This design comes from an exercise in tuning for small area on the open sky130 flow, not from production work. In this exercise RTL edits were held to simulation tests only and were not proved equivalent to the original.

==> garnet <==
Design mlacc_datapath, start of the top module:
module mlacc_datapath #(
    parameter int result_credits = 4
) (
    input  wire logic                  in_clk,
    input  wire logic                  arst_n,
    input  wire logic                  valid,
    input  wire logic [2:0]            op,
    input  wire logic [3:0]            mask,
    input  wire logic [127:0]          x,
    input  wire logic [127:0]          y,
    input  wire logic [3:0]            row,
    input  wire logic [1:0]            word,
    input  wire logic                  first,
    input  wire logic                  credit_return,
    output logic                       ready,
    output logic                       result_valid,
    output logic [127:0]               z
);
==> module mlacc_result, before the edit <==
module mlacc_result (
    input  wire logic         in_clk,
    input  wire logic         arst_n,
    input  wire logic         exe_valid,
    input  wire logic         exe_mv,
    input  wire logic         exe_sgt,
    input  wire logic [127:0] exe_lane,
    input  wire logic [15:0]  exe_row_sel,
    input  wire logic [1:0]   exe_word,
    input  wire logic         exe_first,
    output logic              result_valid,
    output logic [127:0]      z
);
    logic [127:0] rows [16];
    logic [127:0] row_rd;
    logic [31:0]  psum;
    logic [3:0]   lane_nz;
    logic [127:0] lane;
    logic [127:0] lane_z;
    logic [31:0]  a0;
    logic [31:0]  a1;
    logic [31:0]  a2;
    logic [31:0]  a3;
    logic         ps;
    logic [30:0]  xp;
    logic [30:0]  t0_lo;
    logic [30:0]  t1_lo;
    logic [30:0]  t2_lo;
    logic [30:0]  d_lo;
    logic         k0;
    logic         kc1;
    logic         k3;
    logic         kd;
    logic [30:0]  s1;
    logic [30:0]  m1;
    logic [30:0]  c1;
    logic [30:0]  s2;
    logic [30:0]  m2;
    logic [30:0]  c2;
    logic [30:0]  s3;
    logic [30:0]  m3;
    logic [30:0]  c3;
    logic         k1;
    logic         k2;
    logic         t0_s;
    logic         t1_s;
    logic         t2_s;
    logic         d_neg;
    logic [30:0]  d_or;
    logic [31:0]  dot;
    logic [127:0] new_row;
    logic [127:0] z_next;
    logic         spad_we;
    assign spad_we = exe_valid && exe_mv;
    for (genvar r = 0; r < 16; r++) begin : g_row
        logic [127:0] q;
        always_ff @(posedge in_clk) begin
            if (spad_we && exe_row_sel[r]) begin
                q <= new_row;
            end
        end
        assign rows[r] = q;
    end
    always_comb begin
        row_rd = '0;
        for (int r = 0; r < 16; r++) begin
            row_rd = row_rd | ({128{exe_row_sel[r]}} & rows[r]);
        end
    end
    assign psum = exe_first ? '0 : row_rd[(3 - exe_word)*32 +: 32];
    for (genvar l = 0; l < 4; l++) begin : g_lane
        assign lane_nz[l] = |exe_lane[l*32 +: 31];
        assign lane[l*32 +: 32] = {exe_lane[l*32+31] & lane_nz[l], exe_lane[l*32 +: 31]};
        assign lane_z[l*32 +: 32] = exe_sgt ? {16'd0, !exe_lane[l*32+31] & lane_nz[l], 15'd0}
                                            : lane[l*32 +: 32];
    end
    assign a0 = lane[96 +: 32];
    assign a1 = lane[64 +: 32];
    assign a2 = lane[32 +: 32];
    assign a3 = lane[0 +: 32];
    assign ps = psum[31];
    assign xp = psum[30:0] ^ {31{ps}};
    mlacc_csadd #(.W(31), .L(16)) u_t0 (.a(a0[30:0]), .b(xp), .ci(ps), .s(t0_lo), .co(k0));
    assign s1 = a0[30:0] ^ a2[30:0] ^ xp;
    assign m1 = (a0[30:0] & a2[30:0]) | (a0[30:0] & xp) | (a2[30:0] & xp);
    assign c1 = {m1[29:0], ps};
    mlacc_csadd #(.W(31), .L(16)) u_t1 (.a(s1), .b(c1), .ci(1'b0), .s(t1_lo), .co(kc1));
    assign s2 = s1 ^ c1 ^ a1[30:0];
    assign m2 = (s1 & c1) | (s1 & a1[30:0]) | (c1 & a1[30:0]);
    assign c2 = {m2[29:0], 1'b0};
    assign s3 = s2 ^ c2 ^ a3[30:0];
    assign m3 = (s2 & c2) | (s2 & a3[30:0]) | (c2 & a3[30:0]);
    assign c3 = {m3[29:0], 1'b0};
    mlacc_csadd #(.W(31), .L(16)) u_d (.a(s3), .b(c3), .ci(1'b0), .s(d_lo), .co(kd));
    mlacc_rca #(.W(31)) u_t2 (.a(a1[30:0]), .b(a3[30:0]), .ci(1'b0), .s(t2_lo), .co(k3));
    assign k1 = m1[30] ^ kc1 ^ k0;
    assign k2 = m2[30] ^ m3[30] ^ kd ^ kc1 ^ k3;
    assign t0_s  = ((a0[31] & ps) | ((a0[31] | ps) & ~k0)) & (|t0_lo);
    assign t1_s  = ((t0_s & a2[31]) | ((t0_s | a2[31]) & ~k1)) & (|t1_lo);
    assign t2_s  = ((a1[31] & a3[31]) | ((a1[31] | a3[31]) & ~k3)) & (|t2_lo);
    assign d_neg = (t1_s & t2_s) | ((t1_s | t2_s) & ~k2);
    assign d_or[0] = 1'b0;
    for (genvar i = 1; i < 31; i++) begin : g_neg
        assign d_or[i] = d_or[i-1] | d_lo[i-1];
    end
    assign dot = {d_neg & (|d_lo), d_lo ^ (d_or & {31{d_neg}})};
    always_comb begin
        for (int w = 0; w < 4; w++) begin
            if (exe_word == 2'(w)) begin
                new_row[(3-w)*32 +: 32] = dot;
            end else if (exe_first) begin
                new_row[(3-w)*32 +: 32] = '0;
            end else begin
                new_row[(3-w)*32 +: 32] = row_rd[(3-w)*32 +: 32];
            end
        end
    end
    assign z_next = exe_mv ? new_row : lane_z;
    always_ff @(posedge in_clk or negedge arst_n) begin
        if (!arst_n) begin
            result_valid <= 1'b0;
        end else begin
            result_valid <= exe_valid;
        end
    end
    always_ff @(posedge in_clk) begin
        z <= z_next;
    end
endmodule
clock: 16.0 ns
lec_check: 0
abc_area: 1
cap_margin: 20
core_margin: 2
core_utilization: 60
slew_margin: 20
run.sh (not shown) runs the stock make flow with config.mk's settings and CLKGATE_MAP_FILE= SYNTH_SCRIPT=/design/flow/synth_recipe.tcl, a recipe that flattens the netlist after the stock synthesis.
==> violet (differences from garnet) <==
--- a/flow/design.v
+++ b/flow/design.v
@@ -1794,5 +1794,5 @@
     assign c3 = {m3[29:0], 1'b0};
     mlacc_csadd #(.W(31), .L(16)) u_d (.a(s3), .b(c3), .ci(1'b0), .s(d_lo), .co(kd));
-    mlacc_rca #(.W(31)) u_t2 (.a(a1[30:0]), .b(a3[30:0]), .ci(1'b0), .s(t2_lo), .co(k3));
+    mlacc_csadd #(.W(31), .L(16)) u_t2 (.a(a1[30:0]), .b(a3[30:0]), .ci(1'b0), .s(t2_lo), .co(k3));
     assign k1 = m1[30] ^ kc1 ^ k0;
     assign k2 = m2[30] ^ m3[30] ^ kd ^ kc1 ^ k3;
@@ -1801,8 +1801,16 @@
     assign t2_s  = ((a1[31] & a3[31]) | ((a1[31] | a3[31]) & ~k3)) & (|t2_lo);
     assign d_neg = (t1_s & t2_s) | ((t1_s | t2_s) & ~k2);
-    assign d_or[0] = 1'b0;
-    for (genvar i = 1; i < 31; i++) begin : g_neg
-        assign d_or[i] = d_or[i-1] | d_lo[i-1];
+    logic [30:0] pre [6];
+    assign pre[0] = {d_lo[29:0], 1'b0};
+    for (genvar k = 0; k < 5; k++) begin : g_lvl
+        for (genvar i = 0; i < 31; i++) begin : g_bit
+            if ((i >> k) & 1) begin : g_or
+                assign pre[k+1][i] = pre[k][i] | pre[k][((i >> k) << k) - 1];
+            end else begin : g_keep
+                assign pre[k+1][i] = pre[k][i];
+            end
+        end
     end
+    assign d_or = pre[5];
     assign dot = {d_neg & (|d_lo), d_lo ^ (d_or & {31{d_neg}})};
     always_comb begin
--- a/flow/config.mk
+++ b/flow/config.mk
@@ -7,6 +7,9 @@
 export LEC_CHECK = 0
 export ABC_AREA = 1
-export CAP_MARGIN = 20
+export CAP_MARGIN = 10
 export CORE_MARGIN = 2
-export CORE_UTILIZATION = 60
-export SLEW_MARGIN = 20
+export CORE_UTILIZATION = 40
+export CTS_BUF_LIST = sky130_fd_sc_hd__clkbuf_8
+export CTS_CLUSTER_DIAMETER = 80
+export CTS_CLUSTER_SIZE = 15
+export SLEW_MARGIN = 10
==> zinc (differences from garnet) <==
--- a/flow/config.mk
+++ b/flow/config.mk
@@ -9,4 +9,4 @@
 export CAP_MARGIN = 20
 export CORE_MARGIN = 2
-export CORE_UTILIZATION = 60
+export CORE_UTILIZATION = 40
 export SLEW_MARGIN = 20
==> run notes <==
- Of zinc and violet, zinc has the higher utilization (gap 1.4 points).
- The lowest register-to-register slack belongs to zinc, the highest to violet.
- In via count, violet and zinc hardly differ.
- Die area, lowest first: garnet, zinc, violet.
- Between zinc and violet, the lower fmax is in zinc (gap 4.4%, measured against violet).
- Between garnet and violet, the lower synthesized cell count is in garnet (gap 1.2%, measured against violet).
- The lowest first-iteration DRC count belongs to zinc, the highest to garnet.

port drivers added, routing unchanged:
The flow's constraints put no driver on any port. The routed layouts listed below were extracted and timed again, unchanged, in two steps. Step 1 (the two cells are an assumption about what drives the block):
set clk [get_ports {in_clk}]
set_driving_cell -lib_cell sky130_fd_sc_hd__clkbuf_16 $clk
set_driving_cell -lib_cell sky130_fd_sc_hd__buf_2 [delete_from_list [all_inputs] $clk]
Step 2 times the ports against the registers' clock, not the clock port: input delays grow and output delays shrink by t, the midpoint of the rising clock arrivals with the driver on. Slacks: ideal / step 1 / step 2; pairs: ideal / step 1.
| run | t, ns | slack for setup (ns) | worst hold slack (ns) | worst setup path after step 2 | latest minus earliest clock arrival (ns) |
|---|---|---|---|---|---|
| garnet | 1.006 | 0.427 / 0.427 / 0.427 | 0.335 / 0.335 / 0.335 | register to register | 0.082 / 0.082 |
| violet | 1.232 | 1.014 / 1.014 / 1.014 | 0.331 / 0.331 / 0.331 | register to register | 0.127 / 0.127 |
| zinc | 1.052 | 0.326 / 0.326 / 0.326 | 0.326 / 0.326 / 0.326 | register to register | 0.052 / 0.052 |
After both steps setup and hold are still met in every run listed.
